From an optimization exercise on the open Yosys and OpenROAD flow, aimed at small area and a short achievable clock period; shortcuts taken in it are not production practice.
At most, simulation tests tie the RTL to the original design; equivalence was not proved.
For runs 6 and 7, only the layout was checked, not whether the RTL still works.
The flow treats the clock pin as an ideal source, which a real chip does not have.

[flow/run.sh]
#!/bin/bash
# The standard layout with these changes:
#  - the smallest buffer on the ports instead of a delay buffer;
#  - a clock tree of small leaf buffers under a strong root buffer, without
#    dummy loads; leaves that drive many flip-flops are upsized after CTS
#    (flow/post_cts.tcl);
#  - half adder cells and the stronger sizes of logic cells left out, so that
#    synthesis maps half adders to gates (the design's half adders mostly need
#    inverted inputs or outputs) and uses the smallest cells; every path has
#    plenty of time at the design's period;
#  - an area-oriented ABC script for the gate mapping (flow/abc_area.script,
#    used with ABC_AREA 1): ORFS's scripts are copied into the work folder
#    and that one file replaced.
set -euo pipefail
export BUFFER_PORTS_ARGS="-buffer_cell sky130_fd_sc_hd__buf_1"
export CTS_ARGS="-sink_clustering_enable -repair_clock_nets -root_buf sky130_fd_sc_hd__clkbuf_16 -buf_list sky130_fd_sc_hd__clkbuf_4 -dont_use_dummy_load"
export POST_CTS_TCL="$PWD/flow/post_cts.tcl"
# The platform's own don't-use list, plus the half adders
plat_du=$(sed -n '/^export DONT_USE_CELLS += \\/,/^#/p' "$FLOW_HOME/platforms/$FLOW_PLATFORM/config.mk" \
          | grep -v '^#' | grep -v 'export' | tr -d '\\' | tr -s ' \n' ' ')
# Logic cells of drive 2 and up; buffers, inverters and flip-flops keep theirs
lib="$FLOW_HOME/platforms/$FLOW_PLATFORM/lib/sky130_fd_sc_hd__tt_025C_1v80.lib"
big=$(grep -oE 'cell *\( *"?sky130_fd_sc_hd__[a-z0-9_]+_(2|4|6|8|12|16)"? *\)' "$lib" | grep -oE 'sky130_fd_sc_hd__[a-z0-9_]+' \
      | grep -vE 'clkbuf|buf_|clkinv|inv_|dfrtp|dfxtp|dlygate|clkdly|fill|decap|tap|conb|diode|einv|ebuf|probe|lpflow|bufbuf|bufinv|clkinvlp' | tr '\n' ' ')
du="$plat_du sky130_fd_sc_hd__ha_1 $big"
echo "DONT_USE_CELLS=$du" > dont_use.log
rm -rf scripts_local
cp -r "$FLOW_HOME/scripts" scripts_local
cp flow/abc_area.script scripts_local/abc_area.script
bash standard.sh "DONT_USE_CELLS=$du" "SCRIPTS_DIR=$PWD/scripts_local" finish > standard.log 2>&1
[flow/abc_area.script]
strash
dch
map -a
topo
stime -c
buffer -c
upsize -c
dnsize -c
[flow/post_cts.tcl]
set block [ord::get_db_block]
set big_master [[ord::get_db] findMaster sky130_fd_sc_hd__clkbuf_8]
set n_up 0
foreach inst [$block getInsts] {
  if { [[$inst getMaster] getName] ne "sky130_fd_sc_hd__clkbuf_4" } {
    continue
  }
  set out [$inst findITerm X]
  set net [$out getNet]
  if { $net eq "NULL" } {
    continue
  }
  set sinks [expr { [llength [$net getITerms]] - 1 }]
  if { $sinks > 10 } {
    $inst swapMaster $big_master
    incr n_up
  }
}
puts "post_cts: upsized $n_up clock leaf buffers"
detailed_placement
check_placement -verbose
[standard.sh]
#!/bin/bash
# synth_recipe.tcl (not shown) runs the flow's synth.tcl, then flattens the netlist and writes it again
# the make line also repeats each setting of config.mk as NAME=value (left out here)
make -C /OpenROAD-flow-scripts/flow DESIGN_CONFIG=/design/flow/config.mk WORK_HOME=/design/flow/orfs CLKGATE_MAP_FILE= SYNTH_SCRIPT=/design/flow/synth_recipe.tcl "${@:-finish}"
[config.mk]
export PLATFORM = sky130hd
export DESIGN_NAME = adc_mul
export DESIGN_NICKNAME = adc_mul
export VERILOG_FILES = /design/flow/design.v
export SDC_FILE = /design/flow/constraint.sdc
export NUM_CORES = 4
export LEC_CHECK = 0
export ABC_AREA = 1
export CAP_MARGIN = 20
export CORE_MARGIN = 2
export CORE_UTILIZATION = 70
export CTS_BUF_LIST = sky130_fd_sc_hd__clkbuf_8
export SLEW_MARGIN = 20
export SYNTH_HIERARCHICAL = 1
export SYNTH_MINIMUM_KEEP_SIZE = 0
[constraint.sdc]
create_clock -name core_clock -period 110.0 [get_ports {clk_i}]
set_input_delay 22.0000 -clock core_clock [delete_from_list [all_inputs] [get_ports {clk_i}]]
set_output_delay 22.0000 -clock core_clock [all_outputs]
set_load 0.01 [all_outputs]
[design.v]
`timescale 1ns/1ps
module adc_fa (
    input  logic a_i,
    input  logic b_i,
    input  logic c_i,
    output logic s_o,
    output logic c_o
);
    assign s_o = a_i ^ b_i ^ c_i;
    assign c_o = (a_i & b_i) | (c_i & (a_i ^ b_i));
endmodule
module adc_mul (
    input  logic        clk_i,
    input  logic        rst_i,
    input  logic [11:0] x_i,
    input  logic [9:0]  y_i,
    input  logic [9:0]  z_i,
    output logic [11:0] fp_o             
);
    localparam int KA = 2;
    localparam int KB = 5;
    localparam int KC = 12 - KA - KB;
    localparam int YK = 9;
    localparam int YF = 7;
    logic [11:0] x_q;
    logic [9:0]  y_q;
    logic [9:0]  z_q;
    logic [3:0]  vld_q;                  
    always_ff @(posedge clk_i) begin
        x_q <= x_i;
        y_q <= y_i;
        z_q <= z_i;
    end
    always_ff @(posedge clk_i or posedge rst_i) begin
        if (rst_i) begin
            vld_q <= '0;
        end else begin
            vld_q <= {vld_q[2:0], 1'b1};
        end
    end
    logic [12:0] nacc [0:9];             
    logic [21:0] nprod;                  
    assign nacc[0] = {1'b1, ~(x_q & {12{y_q[0]}})};
    for (genvar r = 1; r < 10; r++) begin : g_row
        logic [11:0] na;
        logic [11:0] nb;
        assign na = nacc[r-1][12:1];
        assign nb = ~(x_q & {12{y_q[r]}});
        for (genvar i = 0; i < 12; i++) begin : g_bit
            logic nc;                    
            if (i == 0) begin : g_half
                assign nacc[r][0] = ~(na[0] ^ nb[0]);
                assign nc         = na[0] | nb[0];
            end else if (r == 1 && i == 11) begin : g_top
                assign nacc[r][i] = ~(nb[i] ^ g_bit[i-1].nc);
                assign nc         = nb[i] | g_bit[i-1].nc;
            end else begin : g_full
                adc_fa i_fa (.a_i(na[i]), .b_i(nb[i]), .c_i(g_bit[i-1].nc), .s_o(nacc[r][i]), .c_o(nc));
            end
        end
        assign nacc[r][12] = g_bit[11].nc;
    end
    for (genvar r = 0; r < 10; r++) begin : g_prod
        assign nprod[r] = nacc[r][0];
    end
    assign nprod[21:10] = nacc[9][12:1];
    logic [9:0] zd;
    assign zd = {z_q[9:1], z_q[0] | (z_q == '0)};
    for (genvar i = 0; i < 10; i++) begin : g_ge
        logic c;                         
        if (i == 0) begin : g_first
            assign c = ~nprod[12] | ~z_q[0];
        end else begin : g_next
            assign c = (~nprod[12+i] & ~z_q[i]) | (g_ge[i-1].c & (~nprod[12+i] | ~z_q[i]));
        end
    end
    logic [9:0] z_n8, z_n4, z_n2, z_odd, zon;
    assign z_n8  = (z_q[7:0]  == '0) ? (z_q  >> 8) : z_q;
    assign z_n4  = (z_n8[3:0] == '0) ? (z_n8 >> 4) : z_n8;
    assign z_n2  = (z_n4[1:0] == '0) ? (z_n4 >> 2) : z_n4;
    assign z_odd = {(z_n2[0] == '0) ? z_n2[9:1] >> 1 : z_n2[9:1], 1'b1};
    assign zon   = ~z_odd;
    logic [9:0] ymod_a [0:YK-1];         
    for (genvar k = 0; k < YK; k++) begin : g_ymod_a
        logic [k:0] t;
        logic [k:0] diff;
        if (k == 0) begin : g_first
            assign t = y_q[9];
        end else begin : g_next
            assign t = {ymod_a[k-1][k-1:0], y_q[9-k]};
        end
        logic fits;
        for (genvar i = 0; i <= k; i++) begin : g_bit
            logic c;                     
            if (i == 0) begin : g_first
                assign diff[0] = ~(t[0] ^ zon[0]);
                assign c       = t[0] | zon[0];
            end else if (k < YF) begin : g_fa
                adc_fa i_fa (.a_i(t[i]), .b_i(zon[i]), .c_i(g_bit[i-1].c), .s_o(diff[i]), .c_o(c));
            end else begin : g_fast
                assign c       = (t[i] & zon[i]) | (g_bit[i-1].c & (t[i] | zon[i]));
                assign diff[i] = t[i] ^ (fits & (zon[i] ^ g_bit[i-1].c));
            end
        end
        assign fits = g_bit[k].c && (z_odd[9:k+1] == '0);
        if (k < YF) begin : g_sel
            assign ymod_a[k] = {{(9-k){1'b0}}, fits ? diff : t};
        end else begin : g_flip
            assign ymod_a[k] = {{(9-k){1'b0}}, diff[k:1], fits ? diff[0] : t[0]};
        end
    end
    logic [9:0]  rem_a [0:KA];           
    logic [11:0] lq_a  [0:KA];           
    assign rem_a[0] = nprod[21:12];
    assign lq_a[0]  = nprod[11:0];
    for (genvar k = 0; k < KA; k++) begin : g_stp_a
        localparam bit P = ((0 + k) % 2 == 0);
        logic [10:0] u;                  
        logic [9:0]  zz;                 
        logic [9:0]  d;                  
        logic        q;                  
        assign u  = {rem_a[k], P ? lq_a[k][11] : ~lq_a[k][11]};
        assign zz = P ? zd : ~zd;
        for (genvar i = 0; i < 10; i++) begin : g_bit
            logic c;                     
            if (i == 0) begin : g_first
                if (P) begin : g_inv
                    assign d[0] = u[0] ^ zz[0];
                    assign c    = u[0] & zz[0];
                end else begin : g_true
                    assign d[0] = ~(u[0] ^ zz[0]);
                    assign c    = u[0] | zz[0];
                end
            end else begin : g_next
                adc_fa i_fa (.a_i(u[i]), .b_i(zz[i]), .c_i(g_bit[i-1].c), .s_o(d[i]), .c_o(c));
            end
        end
        if (P) begin : g_q_inv
            assign q = ~(g_bit[9].c & u[10]);
        end else begin : g_q_true
            assign q = g_bit[9].c | u[10];
        end
        assign rem_a[k+1] = ~(q ? d : u[9:0]);
        assign lq_a[k+1]  = {lq_a[k][10:0], q};
    end
    logic [9:0] y_last;
    logic       y_div;                   
    assign y_last = {ymod_a[8][8:0], y_q[0]};
    assign y_div  = (y_last == '0) || (y_last == z_odd);
    logic       x_nz;
    assign x_nz = (x_q != '0);
    logic [9:0]  rem_a_q;                
    logic [11:0] lq_a_q;
    logic [9:0]  zd_a_q;
    logic        sat_a_q;                
    logic        d_a_q;                  
    always_ff @(posedge clk_i) begin
        rem_a_q  <= rem_a[KA];
        lq_a_q   <= lq_a[KA];
        zd_a_q   <= zd;
        sat_a_q <= g_ge[9].c && x_nz && (y_q != '0);
        d_a_q    <= !y_div && x_nz;
    end
    logic [9:0]  rem_b [0:KB];           
    logic [11:0] lq_b  [0:KB];           
    assign rem_b[0] = rem_a_q;
    assign lq_b[0]  = lq_a_q;
    for (genvar k = 0; k < KB; k++) begin : g_stp_b
        localparam bit P = ((KA + k) % 2 == 0);
        logic [10:0] u;                  
        logic [9:0]  zz;                 
        logic [9:0]  d;                  
        logic        q;                  
        assign u  = {rem_b[k], P ? lq_b[k][11] : ~lq_b[k][11]};
        assign zz = P ? zd_a_q : ~zd_a_q;
        for (genvar i = 0; i < 10; i++) begin : g_bit
            logic c;                     
            if (i == 0) begin : g_first
                if (P) begin : g_inv
                    assign d[0] = u[0] ^ zz[0];
                    assign c    = u[0] & zz[0];
                end else begin : g_true
                    assign d[0] = ~(u[0] ^ zz[0]);
                    assign c    = u[0] | zz[0];
                end
            end else begin : g_next
                adc_fa i_fa (.a_i(u[i]), .b_i(zz[i]), .c_i(g_bit[i-1].c), .s_o(d[i]), .c_o(c));
            end
        end
        if (P) begin : g_q_inv
            assign q = ~(g_bit[9].c & u[10]);
        end else begin : g_q_true
            assign q = g_bit[9].c | u[10];
        end
        assign rem_b[k+1] = ~(q ? d : u[9:0]);
        assign lq_b[k+1]  = {lq_b[k][10:0], q};
    end
    logic [9:0]  rem_b_q;                
    logic [11:0] lq_b_q;
    logic [9:0]  zd_b_q;
    logic        sat_b_q;
    logic        d_b_q;                  
    always_ff @(posedge clk_i) begin
        rem_b_q  <= rem_b[KB];
        lq_b_q   <= lq_b[KB];
        zd_b_q   <= zd_a_q;
        sat_b_q <= sat_a_q;
        d_b_q    <= d_a_q;
    end
    logic [9:0]  rem_c [0:KC-1];           
    logic [11:0] lq_c  [0:KC-1];           
    assign rem_c[0] = rem_b_q;
    assign lq_c[0]  = lq_b_q;
    for (genvar k = 0; k < KC; k++) begin : g_stp_c
        localparam bit P = ((KA + KB + k) % 2 == 0);
        logic [10:0] u;                  
        logic [9:0]  zz;                 
        logic [9:0]  d;                  
        logic        q;                  
        assign u  = {rem_c[k], P ? lq_c[k][11] : ~lq_c[k][11]};
        assign zz = P ? zd_b_q : ~zd_b_q;
        for (genvar i = 0; i < 10; i++) begin : g_bit
            logic c;                     
            if (i == 0) begin : g_first
                if (P) begin : g_inv
                    assign d[0] = u[0] ^ zz[0];
                    assign c    = u[0] & zz[0];
                end else begin : g_true
                    assign d[0] = ~(u[0] ^ zz[0]);
                    assign c    = u[0] | zz[0];
                end
            end else begin : g_next
                adc_fa i_fa (.a_i(u[i]), .b_i(zz[i]), .c_i(g_bit[i-1].c), .s_o(d[i]), .c_o(c));
            end
        end
        if (P) begin : g_q_inv
            assign q = ~(g_bit[9].c & u[10]);
        end else begin : g_q_true
            assign q = g_bit[9].c | u[10];
        end
        if (k < KC - 1) begin : g_next
            assign rem_c[k+1] = ~(q ? d : u[9:0]);
            assign lq_c[k+1]  = {lq_c[k][10:0], q};
        end
    end
    logic [11:0] quot_q;
    logic        sat_q;
    logic        dec_q;                  
    always_ff @(posedge clk_i) begin
        quot_q <= {lq_c[KC-1][10:0], g_stp_c[KC-1].q};
        sat_q  <= sat_b_q;
        dec_q  <= d_b_q && ((g_stp_c[KC-1].d == '0) || (g_stp_c[KC-1].u == '0));
    end
    logic [11:0] res;
    for (genvar i = 0; i < 12; i++) begin : g_dec
        if (i == 0) begin : g_first
            assign res[i] = vld_q[3] && (sat_q || (quot_q[i] ^ dec_q));
        end else begin : g_next
            assign res[i] = vld_q[3] && (sat_q || (quot_q[i] ^ (dec_q && (quot_q[i-1:0] == '0))));
        end
    end
    always_ff @(posedge clk_i or posedge rst_i) begin
        if (rst_i) begin
            fp_o <= '0;
        end else begin
            fp_o <= res;
        end
    end
endmodule
==> reports/qor.yml, run 1 <==
outcome: "no timing/DRC/antenna violations"
die-area_um2: 17060
place.gp.congestion: 0.8780
fin_tns_setup_ns: 0
cp_max_fo: 12
io_buffers: 45
grt_setup_unrepaired: "no"
grt_usage_pct: 27.84
crit_start: "zd_b_q[1]"
wl_per_cell_um: 15.99
yosysTopAreaCellShare_pct: 40.50
placed_area_um2: 11500
r2r_slack_ns: 86.82
clk_pin_slew_ns: 0.10
synth_area_um2: 11220
max_freq_mhz: 43.14
slowest_delay_ns: 0.57
hold_class: "reg2reg"
synth_top_cell_by_area: "fa_1"
syn_nets: 1340
maxCapViolCount: 0
area_growth_pct: 3.857
first_global_vias: 7568
fp.dieW_um: 130.6
initial_core_util_pct: 71.16
r2r-start: "zd_b_q[1]"
antenna_found_initial: 0
maxSlewViolCount: 0
cts.sinks: 130
drive_gt1_share_pct: 3.358
final_cell_area_um2: 11650
cts_tree: "done"
vias_per_cell: 5.550
r2r-end: "dec_q"
die_h_um: 130.6
clk_latency_ns: 0.37
arrival_ns: 23.47
antenna_cells: 0
dr.pass1.iters: 5
setup_viol: 0
skew_ns: 0.03525
n_fill_cell: 1200
timing.final.crit_share_pct: 21.07
cp_common_cell: "fa_1"
tightest_slew_ns: 0.7835
worstPathRequired_ns: 110.29
nNetsFinal: 1365
post_synth.cell_area_avg_um2: 10.40
vias: 7315
hold_depth: 0
end_kind: "flop"
hold_viol_final: 0
drc: 0
netlist_instances: 1079
drtIter0Drc: 310
ys_ff_latch: 130
dp_hpwl_mm: 17.80
core_um2: 15770
row_count: 46
min_period_ns: 23.18
drt-total-wl_mm: 21.07
grt_pass1_wl_mm: 36.25
r2r_cells: 65
ant_nets: 0
crit_path_top_delay_cell: "nand3_1"
grt_overflow_total: 0
synth_area_leaders: "fa_1, dfxtp_1, mux2i_1"
seq_area_frac_synth_pct: 23.90
cp-start-kind: "flop"
crit_type: "reg2reg"
yosys_warnings: 23
crit_end: "dec_q"
relSlewSlack_pct: 47.77
ys_types: 50
grt_max_degree: 17
num_io_pins: 46
[placed cells by master, fill, tap and decap left out, types with 9 or more instances in the layout]
master,instances
o21ai_1,18
inv_2,10
mux2i_1,87
o21ai_0,14
nor2_1,45
a21oi_1,51
xnor2_1,14
buf_1,45
inv_1,81
dfxtp_1,114
nor4_1,9
or2_1,16
clkbuf_4,14
nand2_1,220
fa_1,227
nand3_1,15
mux2_1,15
xor2_1,28
dfrtp_1,16
[Yosys stat by module (local to each module, per instance)]
module	copies in the design	area (µm²)	cells inside
adc_fa	227	20.02	1
adc_mul	1	6678	852
[through the flow]
step           setup slack (ns)  hold WS [ns]  utilization [%]  std cells
3_3_place_gp              87.03        0.3101            72.86       1300
3_5_place_dp              86.97        0.3121            72.91       1301
5_1_grt                   85.89        0.3061            73.91       1318
6_report                  86.82        0.3047            73.91       1318
2_1_floorplan             87.62        0.3096                -       1079
[registers in the layout (all words and copies together) (netlist names), 12 cells and up]
signal and flops:
lq_b_q 12, lq_a_q 12, fp_o 12, x_q 12, quot_q 12
[logic make-up after synthesis]
logic type	share of synthesized area, %
other	0.03342
buffers and inverters	5.352
and+or+nand+nor	11.94
AOI/OAI and AO/OA	5.463
muxes	9.265
adders and majority gates	40.76
xor gates and xnor gates	3.278
DFF	23.90
[final cells by class]
cell class	count	area [µm²]	area share (%)
well taps	216	270.3	2.319
inverters	98	391.6	3.360
flip-flops and latches	130	2683	23.02
clock buffers	17	157.7	1.353
repair buffers	51	214.0	1.836
multi-input cells	806	7939	68.12
[cell usage after synthesis, drive strengths merged]
cell / n
o311ai: 1
o311a: 1
conb: 1
a22oi: 3
nor3b: 2
clkdlybuf4s50: 1
maj3: 3
nor4: 9
and2: 4
clkbuf: 39
clkinv: 4
or3: 2
xnor2: 14
nor2: 45
o22ai: 2
o21bai: 1
a21boi: 3
bufinv: 1
nand3b: 2
a22o: 2
mux2i: 87
nand2: 220
o221a: 1
a21oi: 51
o211ai: 2
or2: 17
o2111ai: 3
inv: 93
nor3: 4
fa: 227
a31oi: 3
o221ai: 2
xor2: 28
a211oi: 1
o21ai: 32
buf: 5
nand4: 2
nand3: 15
or4: 1
mux2: 15
dfxtp: 114
dfrtp: 16
[critical path: cells and delay by family (launching register included)]
family          cells  cell delay (ns)
compound gates      3             0.46
xor+xnor            4             0.64
fa+ha+maj          45            18.40
buf+inv             3             0.57
flops               1             0.45
simple gates       10             2.52
[worst min path at each step]
stage / from / slack [ns] / end
3_3_place_gp: sat_b_q / 0.31 / sat_q
6_report: sat_b_q / 0.30 / sat_q
2_1_floorplan: d_a_q / 0.31 / d_b_q
5_1_grt: sat_b_q / 0.31 / sat_q
3_5_place_dp: lq_b_q[6] / 0.31 / quot_q[11]
[layer usage]
layer	track usage [%]	wire (µm)	up-vias
li1	-	-	3464
met1	36.41	8917	3664
met2	48.59	10980	157
met3	4.601	788	30
met4	8.135	384	0
met5	0	0	-
==> run 2: changes to the inputs <==
--- a/flow/run.sh
+++ b/flow/run.sh
@@ -10,3 +10,3 @@
 #    plenty of time at the design's period;
-#  - an area-oriented ABC script for the gate mapping (flow/abc_area.script,
+#  - an area-oriented ABC script (amap) for the gate mapping (flow/abc_area.script,
 #    used with ABC_AREA 1): ORFS's scripts are copied into the work folder
==> flow/abc_area.script (replaced) <==
strash
dch
amap
topo
stime -c
buffer -c
upsize -c
dnsize -c
--- a/config.mk
+++ b/config.mk
@@ -12,3 +12,3 @@
 export CTS_BUF_LIST = sky130_fd_sc_hd__clkbuf_8
-export SLEW_MARGIN = 20
+export SLEW_MARGIN = 85
 export SYNTH_HIERARCHICAL = 1
==> run 2 against run 1 <==
The flow now stops in 5_1_grt. Synthesized area shrank 4.6%. Synthesized cell count shrank 1.8%.
==> reports/qor.yml, run 2 <==
yosys-top-cells-count: "fa_1, nand2_1, o22ai_1"
fp.dieW_um: 127.6
initial_core_util_pct: 70.92
netlist_instances: 1060
outcome: "stopped before the end"
dp_hpwl_mm: 28.18
post-place-ws_ns: 65.39
ys_ff_latch: 130
post_synth.cell_area_avg_um2: 10.10
async_flop_share_pct: 12.31
synth_area_um2: 10700
cts.sinks: 130
ys_types: 44
row_count: 45
synth_edf_count: 0
yosysTopAreaCellShare_pct: 42.46
yosys_warnings: 23
synth_top_cell_by_area: "fa_1"
stop_error: "[ERROR DPL-0038] Utilization greater than 100%, impossible to legalize"
synthMostInstantiatedCell: "fa_1"
synth_area_leaders: "fa_1, dfxtp_1, o22ai_1"
placedCellCount: 1556
seq_area_frac_synth_pct: 25.07
num_io_pins: 46
die_h_um: 127.6
placed_area_um2: 13860
grt_max_degree: 17
haltStage: "5_1_grt"
syn_nets: 1321
ys.flop_type: "dfxtp_1"
io_buffers: 45
place.gp.congestion: 0.8537
run 2: cell count changes after synthesis, sizes merged, moves of 10 or more:
cell / change
mux2: -15
nand2: -51
nor2: +33
nand3: -11
xnor2: -14
mux2i: -87
a31oi: +11
or2: -10
a21oi: -14
xor2: -28
o22ai: +123
run 2: how the worst max path moves through the flow:
| stage | startpoint | to | slack [ns] |
|---|---|---|---|
| after detailed placement | z_q[5] | d_a_q | 65.39 |
| after global placement | fp_o[0] | fp_o[0] | 87.55 |
| after floorplan | fp_o[0] | fp_o[0] | 87.62 |
run 2: cell families after synthesis:
group,synth area share (%)
other,0.03504
AO/OA/AOI/OAI,15.60
buffers and inverters,5.600
AND/OR/NAND/NOR,11.24
flip-flops,25.07
adder cells (fa/ha/maj),42.46
run 2: Yosys stat by module, one instance, submodules excluded:
module	times used	cells inside	flip-flops and latches	cell area [µm²]
adc_fa	227	1	0	20.02
adc_mul	1	833	130	6157
==> run 3: changes to the inputs <==
--- a/config.mk
+++ b/config.mk
@@ -12,3 +12,3 @@
 export CTS_BUF_LIST = sky130_fd_sc_hd__clkbuf_8
-export SLEW_MARGIN = 85
+export SLEW_MARGIN = 70
 export SYNTH_HIERARCHICAL = 1
==> run 3 against run 2 <==
Now clean on timing, DRC and antenna. Synthesized area stayed put. Synthesized cell count did not move.
==> reports/qor.yml, run 3 <==
antenna_cells: 0
core_um2: 15090
clk_pin_slew_ns: 0.10
min_period_ns: 22.85
grtUsageMet1_pct: 38.33
final_cell_area_um2: 11280
netlist_instances: 1060
final_cell_mix: "fa_1, nand2_1, o22ai_1, dfxtp_1, nor2_1"
min-delay-start: "lq_a_q[3]"
synth_area_leaders: "fa_1, dfxtp_1, o22ai_1"
timing.final.crit_share_pct: 20.77
vias_per_cell: 6.139
cts.sinks: 130
setup_viol: 0
arrival_ns: 0.85
final-instance-count-excl-fill: 1301
hold_viol_final: 0
num_io_pins: 46
path_cells: "buf_1"
grt_usage_pct: 30.63
slowest_delay_ns: 0.37
cts_tree: "done"
seq_area_frac_synth_pct: 25.07
drive_gt1_share_pct: 6.110
die_h_um: 127.6
drc: 0
async_flop_share_pct: 12.31
syn_nets: 1321
synth_top_cell_by_area: "fa_1"
fin_tns_setup_ns: 0
end_kind: "output port"
ys_types: 44
maxSlewViolCount: 0
yosys_warnings: 23
antenna_found_initial: 0
yosysTopAreaCellShare_pct: 42.46
yosys-top-cells-count: "fa_1, nand2_1, o22ai_1"
r2r_cells: 67
grt_overflow_total: 0
grt_pass1_wl_mm: 38.99
met2_usage_pct: 54.11
critical_path.n_buffers_inverters: 1
worst-path-stages: 1
vias: 7987
crit_type: "reg2out"
placedCellCount: 1281
synthMostInstantiatedCell: "fa_1"
use_met3_pct: 5.151
ant_nets: 0
dp_hpwl_mm: 18.86
initial_core_util_pct: 70.92
max_freq_mhz: 43.77
layout_commonest_cell: "fa_1"
grt_setup_unrepaired: "no"
worstPathRequired_ns: 88.00
row_count: 45
die-area_um2: 16290
wl_per_cell_um: 17.40
maxCapViolCount: 0
ys.flop_type: "dfxtp_1"
outcome: "no timing/DRC/antenna violations"
crit_path_top_delay_cell: "dfrtp_1"
cp_max_fo: 1
r2r-start: "zd_a_q[0]"
n_fill_cell: 1112
cp-start-kind: "flop"
place.gp.congestion: 0.8537
area_growth_pct: 5.402
drtIter0Drc: 482
first_global_vias: 8223
placed_area_um2: 11070
hold_class: "reg2reg"
dr.pass1.iters: 5
skew_ns: 0.03153
hold_depth: 0
drt-total-wl_mm: 22.64
io_buffers: 45
nNetsFinal: 1376
synth_area_um2: 10700
crit_start: "fp_o[0]"
path_delay_family: "flip-flops"
fin_util_pct: 74.75
grt_max_degree: 17
post_synth.cell_area_avg_um2: 10.10
synth_edf_count: 0
fp.dieW_um: 127.6
ys_ff_latch: 130
gr-max-usage-layer: "met2"
clk_latency_ns: 0.37
run 3: modules after synthesis, one instance, submodules excluded:
module   times used  cell area [µm²]  cells
adc_fa          227            20.02      1
adc_mul           1             6157    833
run 3: cell type report:
class	count	area, µm²	share of cell area, %
Multi-Input combinational cell	785	7421	65.79
Tap cell	188	235.2	2.085
Timing Repair Buffer	74	309.0	2.740
Sequential cell	130	2704	23.97
Clock buffer	17	176.4	1.564
Inverter	107	434.2	3.849
run 3: logic make-up (layout without fill, tap and decap cells):
logic type	after synthesis	count (layout)	share of synthesized area (%)
AOI/OAI and AO/OA	266	266	15.60
DFF	130	130	25.07
and+or+nand+nor	291	291	11.24
adders and majority gates	227	227	42.46
buffers and inverters	145	198	5.600
other	1	1	0.03504
run 3: path summary, 6_finish.rpt:
path                               to  slack [ns]
setup / recovery              fp_o[0]       87.15
hold / removal              lq_b_q[8]        0.32
setup reg to reg           rem_b_q[8]       87.38
hold reg to reg             lq_b_q[8]        0.32
max in group asynchronous     fp_o[1]       88.18
min in group asynchronous     fp_o[0]       21.55
run 3: metrics by stage:
stage	hold slack (ns)	setup WS, ns
final	0.3213	87.15
after global routing	0.3139	86.49
after detailed placement	0.3121	87.54
after global placement	0.3097	87.55
after floorplan	0.3096	87.62
run 3: per-layer routing:
metal	share of wire, %	wire [µm]
met5	0	0
met4	2.1	481
met3	4.6	1043
met2	53	12020
met1	40	9093
==> run 4: changes to the inputs <==
--- a/config.mk
+++ b/config.mk
@@ -12,3 +12,3 @@
 export CTS_BUF_LIST = sky130_fd_sc_hd__clkbuf_8
-export SLEW_MARGIN = 70
+export SLEW_MARGIN = 50
 export SYNTH_HIERARCHICAL = 1
==> run 4 against run 3 <==
Still clean on timing, DRC and antenna. Sequential share of layout area grew 0.070 points. Non-clock buffer count shrank 21. Cell area shrank 1.1%. Register-to-register slack gained 0.35 ns. Hold slack lost 0.013 ns. Routed wire length grew 0.26%. Critical path depth is the same. Synthesized cell count is the same.
==> reports/qor.yml, run 4 <==
hold_viol_final: 0
async_flop_share_pct: 12.31
ys.flop_type: "dfxtp_1"
fp.dieW_um: 127.6
multi_input_area_um2: 7420
cts_tree: "done"
yosys_warnings: 23
outcome: "no timing/DRC/antenna violations"
crit_path_top_delay_cell: "dfrtp_1"
yosysTopAreaCellShare_pct: 42.46
skew_ns: 0.02948
first_global_vias: 8113
area_growth_pct: 4.267
layout_commonest_cell: "fa_1"
max_freq_mhz: 43.79
synth_edf_count: 0
end_kind: "output port"
cp_max_fo: 1
row_count: 45
dp_hpwl_mm: 18.83
min_period_ns: 22.84
path_cells: "buf_1"
ys_types: 44
hold_class: "reg2reg"
ant_nets: 0
r2r_slack_ns: 87.73
drive_gt1_share_pct: 4.579
fin_tns_setup_ns: 0
synth_top_cell_by_area: "fa_1"
crit_type: "reg2out"
wl_per_cell_um: 17.73
slowest_delay_ns: 0.37
clk_pin_slew_ns: 0.09
r2r-start: "zd_a_q[0]"
die_h_um: 127.6
post_synth.cell_area_avg_um2: 10.10
maxCapViolCount: 0
core_um2: 15090
antenna_found_initial: 0
grt_pass1_wl_mm: 38.70
grt_setup_unrepaired: "no"
io_buffers: 45
antenna_cells: 0
clk_latency_ns: 0.37
worst-path-stages: 1
path_delay_family: "flip-flops"
final_cell_mix: "fa_1, nand2_1, o22ai_1, dfxtp_1, nor2_1"
r2r-end: "rem_b_q[9]"
grt_overflow_total: 0
crit_start: "fp_o[6]"
grt_max_degree: 17
n_fill_cell: 1150
place.gp.congestion: 0.8537
nNetsFinal: 1355
tightest_slew_ns: 0.6661
dr.pass1.iters: 6
worstPathRequired_ns: 88.00
relSlewSlack_pct: 55.59
die-area_um2: 16290
seq_area_frac_synth_pct: 25.07
critical_path.n_buffers_inverters: 1
drc: 0
ys_ff_latch: 130
layout_setup_ws_ns: 87.16
syn_nets: 1321
crit_end: "fp_o[6]"
num_io_pins: 46
maxSlewViolCount: 0
initial_core_util_pct: 70.92
yosys-top-cells-count: "fa_1, nand2_1, o22ai_1"
vias: 7900
seqCellArea_um2: 2683
cp-start-kind: "flop"
timing.final.crit_share_pct: 20.76
drtIter0Drc: 603
drt-total-wl_mm: 22.70
synth_area_leaders: "fa_1, dfxtp_1, o22ai_1"
cts.sinks: 130
arrival_ns: 0.84
netlist_instances: 1060
synth_area_um2: 10700
vias_per_cell: 6.172
r2r_cells: 64
grt_usage_pct: 30.61
setup_viol: 0
synthMostInstantiatedCell: "fa_1"
post-place-ws_ns: 87.54
run 4: cell counts after synthesis:
Identical to the previous run, type by type.
run 4: worst min path at each step:
stage,depth (start not counted),slack (ns),start,end
2_1_floorplan,0,0.31,d_a_q,d_b_q
3_3_place_gp,0,0.31,d_a_q,d_b_q
3_5_place_dp,0,0.31,lq_a_q[3],lq_b_q[8]
5_1_grt,0,0.32,lq_b_q[4],quot_q[9]
6_report,0,0.31,sat_a_q,sat_b_q
run 4: kinds of logic (layout without fill, tap and decap cells):
group / after synthesis / count (layout) / share of synthesized area (%)
adder cells (fa/ha/maj): 227 / 227 / 42.46
AO/OA/AOI/OAI: 266 / 266 / 15.60
flip-flops: 130 / 130 / 25.07
AND/OR/NAND/NOR: 291 / 291 / 11.24
buffers and inverters: 145 / 177 / 5.600
other: 1 / 1 / 0.03504
run 4: layer usage:
layer,vias to the layer above,wire length [µm],track usage (%)
met5,-,0,0
met4,0,537,10.15
met3,50,1113,5.193
met2,249,12090,54.23
met1,3952,8958,38.58
li1,3649,-,-
run 4: cell type report:
| cell class | count | share of cell area [%] |
|---|---|---|
| inverter | 107 | 3.891 |
| clock buffer | 17 | 1.525 |
| multi-input combinational | 785 | 66.49 |
| tap | 188 | 2.108 |
| timing repair buffer | 53 | 1.940 |
| sequential | 130 | 24.04 |
run 4: modules after synthesis, one instance, submodules excluded:
module / cells / flops+latches / copies in the design
adc_fa: 1 / 0 / 227
adc_mul: 833 / 130 / 1
run 4: through the flow:
| step | instance area [µm²] | instances | util, % | hold WS, ns |
|---|---|---|---|---|
| floorplan | 10700 | 1060 | - | 0.3096 |
| global placement | 10960 | 1258 | 72.65 | 0.3097 |
| detailed placement | 10970 | 1259 | 72.69 | 0.3121 |
| global route | 11160 | 1280 | 73.95 | 0.3154 |
| finish | 11160 | 1280 | 73.95 | 0.3088 |
==> run 5: changes to the inputs <==
--- a/design.v
+++ b/design.v
@@ -209,4 +209,4 @@
     end
-    logic [9:0]  rem_c [0:KC-1];           
-    logic [11:0] lq_c  [0:KC-1];           
+    logic [9:0]  rem_c [0:KC-1];         
+    logic [11:0] lq_c  [0:KC-1];         
     assign rem_c[0] = rem_b_q;
==> run 5 against run 4 <==
Global-route usage stayed put. Clock skew unchanged. Critical endpoint unchanged. Synthesized cell count is the same. Count of clock-buffer cells in the layout unchanged.
==> reports/qor.yml, run 5 <==
dr.pass1.iters: 6
setup_viol: 0
grt_setup_unrepaired: "no"
cts.sinks: 130
final_cell_mix: "fa_1, nand2_1, o22ai_1, dfxtp_1, nor2_1"
grt_max_degree: 17
cts_tree: "done"
async_flop_share_pct: 12.31
min_period_ns: 22.84
cp-start-kind: "flop"
antenna_cells: 0
slowest_delay_ns: 0.37
synth_area_um2: 10700
post_synth.cell_area_avg_um2: 10.10
fin_util_pct: 73.95
clk_latency_ns: 0.37
dp_hpwl_mm: 18.83
die_h_um: 127.6
maxSlewViolCount: 0
vias_per_cell: 6.172
grt_usage_pct: 30.61
drive_gt1_share_pct: 4.579
relSlewSlack_pct: 55.59
wl_per_cell_um: 17.73
syn_nets: 1321
max_freq_mhz: 43.79
grt_overflow_total: 0
hold_viol_final: 0
drt-total-wl_mm: 22.70
drtIter0Drc: 603
netlist_instances: 1060
post-place-ws_ns: 87.54
io_buffers: 45
core_um2: 15090
yosys-top-cells-count: "fa_1, nand2_1, o22ai_1"
ys_ff_latch: 130
ys_types: 44
antenna_found_initial: 0
skew_ns: 0.02948
synth_area_leaders: "fa_1, dfxtp_1, o22ai_1"
seq_area_frac_synth_pct: 25.07
cp_max_fo: 1
vias: 7900
fp.dieW_um: 127.6
crit_type: "reg2out"
tightest_slew_ns: 0.6661
drc: 0
final_cell_area_um2: 11160
r2r_slack_ns: 87.73
ys.flop_type: "dfxtp_1"
arrival_ns: 0.84
path_cells: "buf_1"
critical_path.n_buffers_inverters: 1
timing.final.crit_share_pct: 20.76
layout_setup_ws_ns: 87.16
synthMostInstantiatedCell: "fa_1"
synth_edf_count: 0
row_count: 45
die-area_um2: 16290
end_kind: "output port"
clk_pin_slew_ns: 0.09
area_growth_pct: 4.267
place.gp.congestion: 0.8537
maxCapViolCount: 0
ant_nets: 0
worstPathRequired_ns: 88.00
outcome: "no timing/DRC/antenna violations"
nNetsFinal: 1355
initial_core_util_pct: 70.92
hold_class: "reg2reg"
grt_pass1_wl_mm: 38.70
synth_top_cell_by_area: "fa_1"
first_global_vias: 8113
num_io_pins: 46
layout_commonest_cell: "fa_1"
fin_tns_setup_ns: 0
yosys_warnings: 23
placed_area_um2: 10970
path_delay_family: "flip-flops"
crit_path_top_delay_cell: "dfrtp_1"
yosysTopAreaCellShare_pct: 42.46
## run 5: cell counts in the layout (fill, tap and decap cells not counted)
No cell type changed its count.
## run 5: layout make-up
| type | instances | area, µm² |
|---|---|---|
| multi-input combinational | 785 | 7420 |
| fill | 1150 | 3931 |
| sequential | 130 | 2683 |
| inverter | 107 | 434.2 |
| tap | 188 | 235.2 |
| timing repair buffer | 53 | 216.5 |
| clock buffer | 17 | 170.2 |
## run 5: metal layers
metal,part of all wire [%],track usage [%]
met1,39,38.58
met2,53,54.23
met3,4.9,5.193
met4,2.4,10.15
met5,0,0
## run 5: worst paths after layout
path	start	endpoint	cells after the start
setup / recovery	fp_o[6]	fp_o[6]	1
hold / removal	sat_a_q	sat_b_q	0
setup reg to reg	zd_a_q[0]	rem_b_q[9]	64
hold reg to reg	sat_a_q	sat_b_q	0
max in group asynchronous	rst_i	fp_o[4]	2
min in group asynchronous	rst_i	vld_q[0]	2
## run 5: kinds of logic (layout without fill, tap and decap cells)
logic type	count (synthesis)	count (layout)	share of synthesized area (%)
AND/OR/NAND/NOR	291	291	11.24
adder cells (fa/ha/maj)	227	227	42.46
other	1	1	0.03504
buffers and inverters	145	177	5.600
flip-flops	130	130	25.07
AO/OA/AOI/OAI	266	266	15.60
## run 5: stage by stage
stage	cells	hold slack (ns)
6_report	1280	0.3088
5_1_grt	1280	0.3154
3_5_place_dp	1259	0.3121
3_3_place_gp	1258	0.3097
2_1_floorplan	1060	0.3096
## run 5: per-module statistics from Yosys, one instance, submodules excluded
module   cell area [µm²]  flops+latches  copies in the design  cells
adc_fa             20.02              0                   227      1
adc_mul             6157            130                     1    833
==> run 6: changes to the inputs <==
--- a/design.v
+++ b/design.v
@@ -84,10 +84,13 @@
     for (genvar k = 0; k < YK; k++) begin : g_ymod_a
-        logic [k:0] t;
+        localparam bit P = (k < YF) && ((YF - k) % 2 == 1);
+        logic [k:0] t;                   
+        logic [k:0] zz;                  
         logic [k:0] diff;
+        logic       fits;
         if (k == 0) begin : g_first
-            assign t = y_q[9];
+            assign t = P ? ~y_q[9] : y_q[9];
         end else begin : g_next
-            assign t = {ymod_a[k-1][k-1:0], y_q[9-k]};
-        end
-        logic fits;
+            assign t = {ymod_a[k-1][k-1:0], P ? ~y_q[9-k] : y_q[9-k]};
+        end
+        assign zz = P ? z_odd[k:0] : zon[k:0];
         for (genvar i = 0; i <= k; i++) begin : g_bit
@@ -95,14 +98,19 @@
             if (i == 0) begin : g_first
-                assign diff[0] = ~(t[0] ^ zon[0]);
-                assign c       = t[0] | zon[0];
+                if (P) begin : g_inv
+                    assign diff[0] = t[0] ^ zz[0];
+                    assign c       = t[0] & zz[0];
+                end else begin : g_true
+                    assign diff[0] = ~(t[0] ^ zz[0]);
+                    assign c       = t[0] | zz[0];
+                end
             end else if (k < YF) begin : g_fa
-                adc_fa i_fa (.a_i(t[i]), .b_i(zon[i]), .c_i(g_bit[i-1].c), .s_o(diff[i]), .c_o(c));
+                adc_fa i_fa (.a_i(t[i]), .b_i(zz[i]), .c_i(g_bit[i-1].c), .s_o(diff[i]), .c_o(c));
             end else begin : g_fast
-                assign c       = (t[i] & zon[i]) | (g_bit[i-1].c & (t[i] | zon[i]));
-                assign diff[i] = t[i] ^ (fits & (zon[i] ^ g_bit[i-1].c));
-            end
-        end
-        assign fits = g_bit[k].c && (z_odd[9:k+1] == '0);
+                assign c       = (t[i] & zz[i]) | (g_bit[i-1].c & (t[i] | zz[i]));
+                assign diff[i] = t[i] ^ (fits & (zz[i] ^ g_bit[i-1].c));
+            end
+        end
+        assign fits = (P ? ~g_bit[k].c : g_bit[k].c) && (z_odd[9:k+1] == '0);
         if (k < YF) begin : g_sel
-            assign ymod_a[k] = {{(9-k){1'b0}}, fits ? diff : t};
+            assign ymod_a[k] = {{(9-k){1'b0}}, ~(fits ? diff : t)};
         end else begin : g_flip
@@ -209,4 +217,4 @@
     end
-    logic [9:0]  rem_c [0:KC-1];         
-    logic [11:0] lq_c  [0:KC-1];         
+    logic [9:0]  rem_c [0:KC-1];           
+    logic [11:0] lq_c  [0:KC-1];           
     assign rem_c[0] = rem_b_q;
--- a/config.mk
+++ b/config.mk
@@ -12,3 +12,3 @@
 export CTS_BUF_LIST = sky130_fd_sc_hd__clkbuf_8
-export SLEW_MARGIN = 50
+export SLEW_MARGIN = 40
 export SYNTH_HIERARCHICAL = 1
==> run 6 against run 5 <==
Synthesized area decreased by 0.60%. Flip-flop and latch count unchanged. Clock skew shrank 0.00089 ns. Sequential share of layout area is 0.095 points higher. Still clean. Synthesized cell count decreased by 0.66%.
==> reports/qor.yml, run 6 <==
outcome: "no timing/DRC/antenna violations"
placed_area_um2: 10930
cp-start-kind: "flop"
ant_nets: 0
yosysTopAreaCellShare_pct: 42.72
drt-total-wl_mm: 21.87
min-delay-start: "lq_b_q[2]"
fin_tns_setup_ns: 0
yosys-top-cells-count: "fa_1, nand2_1, o22ai_1"
cts_tree: "done"
num_io_pins: 46
grt_usage_pct: 30.11
crit_type: "reg2out"
maxCapViolCount: 0
die_h_um: 127.3
grt_max_degree: 17
r2r-start: "z_q[5]"
async_flop_share_pct: 12.31
max_freq_mhz: 43.76
seq_area_frac_synth_pct: 25.22
holdPathEnd: "quot_q[7]"
antenna_found_initial: 0
hold_viol_final: 0
synthMostInstantiatedCell: "fa_1"
ys_ff_latch: 130
initial_core_util_pct: 70.76
tightest_slew_ns: 0.7892
dp_hpwl_mm: 18.17
synth_area_um2: 10640
drc: 0
clk_pin_slew_ns: 0.08
hold_class: "reg2reg"
wl_per_cell_um: 17.19
path_delay_family: "flip-flops"
syn_nets: 1314
first_global_vias: 8129
drive_gt1_share_pct: 3.229
setup_viol: 0
nNetsFinal: 1347
final_cell_mix: "fa_1, nand2_1, o22ai_1, dfxtp_1, inv_1"
vias_per_cell: 6.093
r2r-end: "d_a_q"
layout_commonest_cell: "fa_1"
ys.flop_type: "dfxtp_1"
row_count: 45
r2r_slack_ns: 87.53
area_growth_pct: 4.481
cts.sinks: 130
grt_setup_unrepaired: "no"
clk_latency_ns: 0.37
die-area_um2: 16200
min_period_ns: 22.85
place.gp.congestion: 0.9241
yosys_warnings: 23
vias: 7750
io_buffers: 45
maxSlewViolCount: 0
hold_depth: 0
synth_top_cell_by_area: "fa_1"
grt_overflow_total: 0
drtIter0Drc: 411
synth_edf_count: 0
seqCellArea_um2: 2683
end_kind: "output port"
worstPathRequired_ns: 88.00
relSlewSlack_pct: 47.19
post_synth.cell_area_avg_um2: 10.10
cp_max_fo: 1
slowest_delay_ns: 0.37
final_cell_area_um2: 11110
crit_path_top_delay_cell: "dfrtp_1"
skew_ns: 0.02858
n_fill_cell: 1112
core_um2: 15030
synth_area_leaders: "fa_1, dfxtp_1, o22ai_1"
multi_input_area_um2: 7411
arrival_ns: 0.85
fp.dieW_um: 127.3
grt_pass1_wl_mm: 38.30
critical_path.n_buffers_inverters: 1
path_cells: "buf_1"
ys_types: 44
dr.pass1.iters: 5
timing.final.crit_share_pct: 20.77
antenna_cells: 0
netlist_instances: 1053
r2r_cells: 91
[run 6: cell types whose count changed in the layout (fill, tap and decap cells not counted), moves of 6 or more]
cell / delta
o21ai_1: -9
inv_2: -13
o22ai_1: +14
inv_1: +6
a22o_1: -6
nor2_1: -6
[run 6: worst max path at each step]
stage	depth (start not counted)	end	startpoint	slack (ns)
finish	1	fp_o[5]	fp_o[5]	87.15
global route	90	d_a_q	z_q[6]	85.37
detailed placement	88	d_a_q	z_q[2]	87.40
global placement	1	fp_o[7]	fp_o[7]	87.55
floorplan	0	fp_o[0]	fp_o[0]	87.62
[run 6: modules after synthesis, one instance, submodules excluded]
module	cells inside	area, µm²
adc_mul	826	6093
adc_fa	1	20.02
[run 6: per-stage QoR]
step	hold WS (ns)	util, %	cells	setup slack (ns)
global placement	0.3099	72.73	1253	87.55
detailed placement	0.3121	72.73	1253	87.40
global route	0.3323	73.93	1272	85.37
finish	0.3209	73.93	1272	87.15
floorplan	0.3096	-	1053	87.62
[run 6: cell families after synthesis]
logic type      synth area share, %
buf+inv                       5.116
simple gates                  11.84
compound gates                15.07
flops                         25.22
fa+ha+maj                     42.72
other cells                 0.03525
[run 6: layer usage]
| layer | part of all wire (%) | track usage [%] | vias up |
|---|---|---|---|
| li1 | - | - | 3638 |
| met1 | 39 | 35.83 | 3898 |
| met2 | 55 | 56.02 | 169 |
| met3 | 3.9 | 5.067 | 45 |
| met4 | 2.4 | 9.244 | 0 |
| met5 | 0 | 0 | - |
[run 6: cell type report]
cell class / instances / area share (%)
multi-input cells: 781 / 66.68
inverters: 102 / 3.456
repair buffers: 54 / 2.083
flip-flops and latches: 130 / 24.14
clock buffers: 17 / 1.531
well taps: 188 / 2.116
==> run 7: changes to the inputs <==
--- a/config.mk
+++ b/config.mk
@@ -12,3 +12,3 @@
 export CTS_BUF_LIST = sky130_fd_sc_hd__clkbuf_8
-export SLEW_MARGIN = 40
+export SLEW_MARGIN = 50
 export SYNTH_HIERARCHICAL = 1
==> run 7 against run 6 <==
Still clean. Critical path depth unchanged. Cell area rose by 0.31%. Flip-flop and latch count did not move. Routed wire length increased by 0.85%. Utilization up 0.23 points. Count of clock-buffer cells in the layout is the same. Sequential share of layout area shrank 0.065 points. Register-to-register slack better by 0.11 ns. Largest cell class unchanged.
==> reports/qor.yml, run 7 <==
outcome: "no timing/DRC/antenna violations"
antenna_found_initial: 0
async_flop_share_pct: 12.31
crit_type: "reg2out"
timing.final.crit_share_pct: 20.77
setup_viol: 0
seq_area_frac_synth_pct: 25.22
dp_hpwl_mm: 18.25
row_count: 45
hold_class: "reg2reg"
vias: 7851
yosysTopAreaCellShare_pct: 42.72
antenna_cells: 0
cts_tree: "done"
seqCellArea_um2: 2684
clk_latency_ns: 0.37
clk_pin_slew_ns: 0.10
core_um2: 15030
layout_setup_ws_ns: 87.15
relSlewSlack_pct: 55.96
tightest_slew_ns: 0.6598
ys.flop_type: "dfxtp_1"
use_met3_pct: 4.899
path_cells: "buf_1"
grt_max_degree: 17
end_kind: "output port"
grt_setup_unrepaired: "no"
die_h_um: 127.3
arrival_ns: 0.85
yosys-top-cells-count: "fa_1, nand2_1, o22ai_1"
skew_ns: 0.03072
worstPathRequired_ns: 88.00
vias_per_cell: 6.143
synth_area_leaders: "fa_1, dfxtp_1, o22ai_1"
multi_input_area_um2: 7411
first_global_vias: 8137
place.gp.congestion: 0.9241
min_period_ns: 22.85
dr.pass1.iters: 5
ys_ff_latch: 130
cts.sinks: 130
max_freq_mhz: 43.77
cp_max_fo: 1
synth_edf_count: 0
maxSlewViolCount: 0
post_synth.cell_area_avg_um2: 10.10
critical_path.n_buffers_inverters: 1
grt_overflow_total: 0
ys_types: 44
path_delay_family: "flip-flops"
num_io_pins: 46
die-area_um2: 16200
fp.dieW_um: 127.3
post-place-ws_ns: 87.52
gr-max-usage-layer: "met2"
final_cell_mix: "fa_1, nand2_1, o22ai_1, dfxtp_1, inv_1"
yosys_warnings: 23
ant_nets: 0
nNetsFinal: 1353
crit_path_top_delay_cell: "dfrtp_1"
grt_usage_pct: 29.89
drive_gt1_share_pct: 3.761
cp-start-kind: "flop"
syn_nets: 1314
synth_top_cell_by_area: "fa_1"
maxCapViolCount: 0
drc: 0
netlist_instances: 1053
grt_pass1_wl_mm: 38.05
synthMostInstantiatedCell: "fa_1"
fin_tns_setup_ns: 0
slowest_delay_ns: 0.37
met2_usage_pct: 54.58
grtUsageMet1_pct: 35.67
drtIter0Drc: 448
drt-total-wl_mm: 22.06
hold_viol_final: 0
synth_area_um2: 10640
n_fill_cell: 1114
wl_per_cell_um: 17.26
io_buffers: 45
area_growth_pct: 4.810
initial_core_util_pct: 70.76
layout_commonest_cell: "fa_1"
## run 7: worst paths after layout
check,start,end,slack (ns),cells after the start
max in group asynchronous,rst_i,fp_o[8],87.96,2
min in group asynchronous,rst_i,fp_o[4],21.66,2
max reg2reg,z_q[2],d_a_q,87.64,92
max,fp_o[5],fp_o[5],87.15,1
min reg2reg,sat_a_q,sat_b_q,0.32,0
min,sat_a_q,sat_b_q,0.32,0
## run 7: Yosys stat by module, one instance, submodules excluded
module,flops+latches,area (µm²),cells inside,copies in the design
adc_mul,130,6093,826,1
adc_fa,0,20.02,1,227
## run 7: stage by stage
step           hold WS [ns]  instance area (µm²)  std cells  util [%]
6_report             0.3180                11150       1278     74.17
5_1_grt              0.3276                11150       1278     74.17
3_5_place_dp         0.3121                10970       1259     72.96
3_3_place_gp         0.3099                10930       1253     72.73
2_1_floorplan        0.3096                10640       1053         -
## run 7: routing by layer
metal | part of all wire (%) | vias to the layer above
met1 | 38 | 3936
met5 | 0 | -
met3 | 4.3 | 55
li1 | - | 3643
met4 | 3.0 | 0
met2 | 54 | 217
## run 7: cells by family (layout without fill, tap and decap cells)
| kind of cell | after synthesis | in the layout | synth area share [%] |
|---|---|---|---|
| other | 1 | 1 | 0.03525 |
| AND/OR/NAND/NOR | 297 | 297 | 11.84 |
| AO/OA/AOI/OAI | 256 | 256 | 15.07 |
| buffers and inverters | 142 | 179 | 5.116 |
| flip-flops | 130 | 130 | 25.22 |
| adder cells (fa/ha/maj) | 227 | 227 | 42.72 |
## run 7: layout make-up
class,instances,area share (%)
well taps,188,2.110
clock buffers,17,1.526
inverters,102,3.445
repair buffers,60,2.379
multi-input cells,781,66.47
flip-flops and latches,130,24.07

## what the ideal ports hide
The flow's constraints put no driver on any port. The routed layouts listed below were extracted and timed again, unchanged, in two steps. Step 1, drivers: a clkbuf_16 drives clk_i and a buf_2 each remaining input, both assumed. Step 2 adds t to the input delays and takes it off the output delays; t is the mean of the earliest and latest rising clock arrival at the registers after step 1. Input paths then give back, and output paths get back, about the clock's delay inside the block. Slacks: ideal ports / drivers / drivers and shift; pairs: ideal ports / drivers.
run | t, ns | slack for setup (ns) | worst setup path at the end | clock arrival spread, ns | pins driven straight from the clock port
run 1 | 0.397 | 86.820 / 86.820 / 86.820 | register to register | 0.035 / 0.035 | 1
run 3 | 0.396 | 87.153 / 87.106 / 87.384 | register to register | 0.031 / 0.031 | 1
run 4 | 0.399 | 87.164 / 87.117 / 87.516 | register to output | 0.032 / 0.032 | 1
run 5 | 0.399 | 87.164 / 87.117 / 87.516 | register to output | 0.032 / 0.032 | 1
run 6 | 0.401 | 87.148 / 87.104 / 87.505 | register to output | 0.032 / 0.032 | 1
run 7 | 0.397 | 87.152 / 87.108 / 87.505 | register to output | 0.032 / 0.032 | 1
After both steps setup and hold are still met in every run listed.
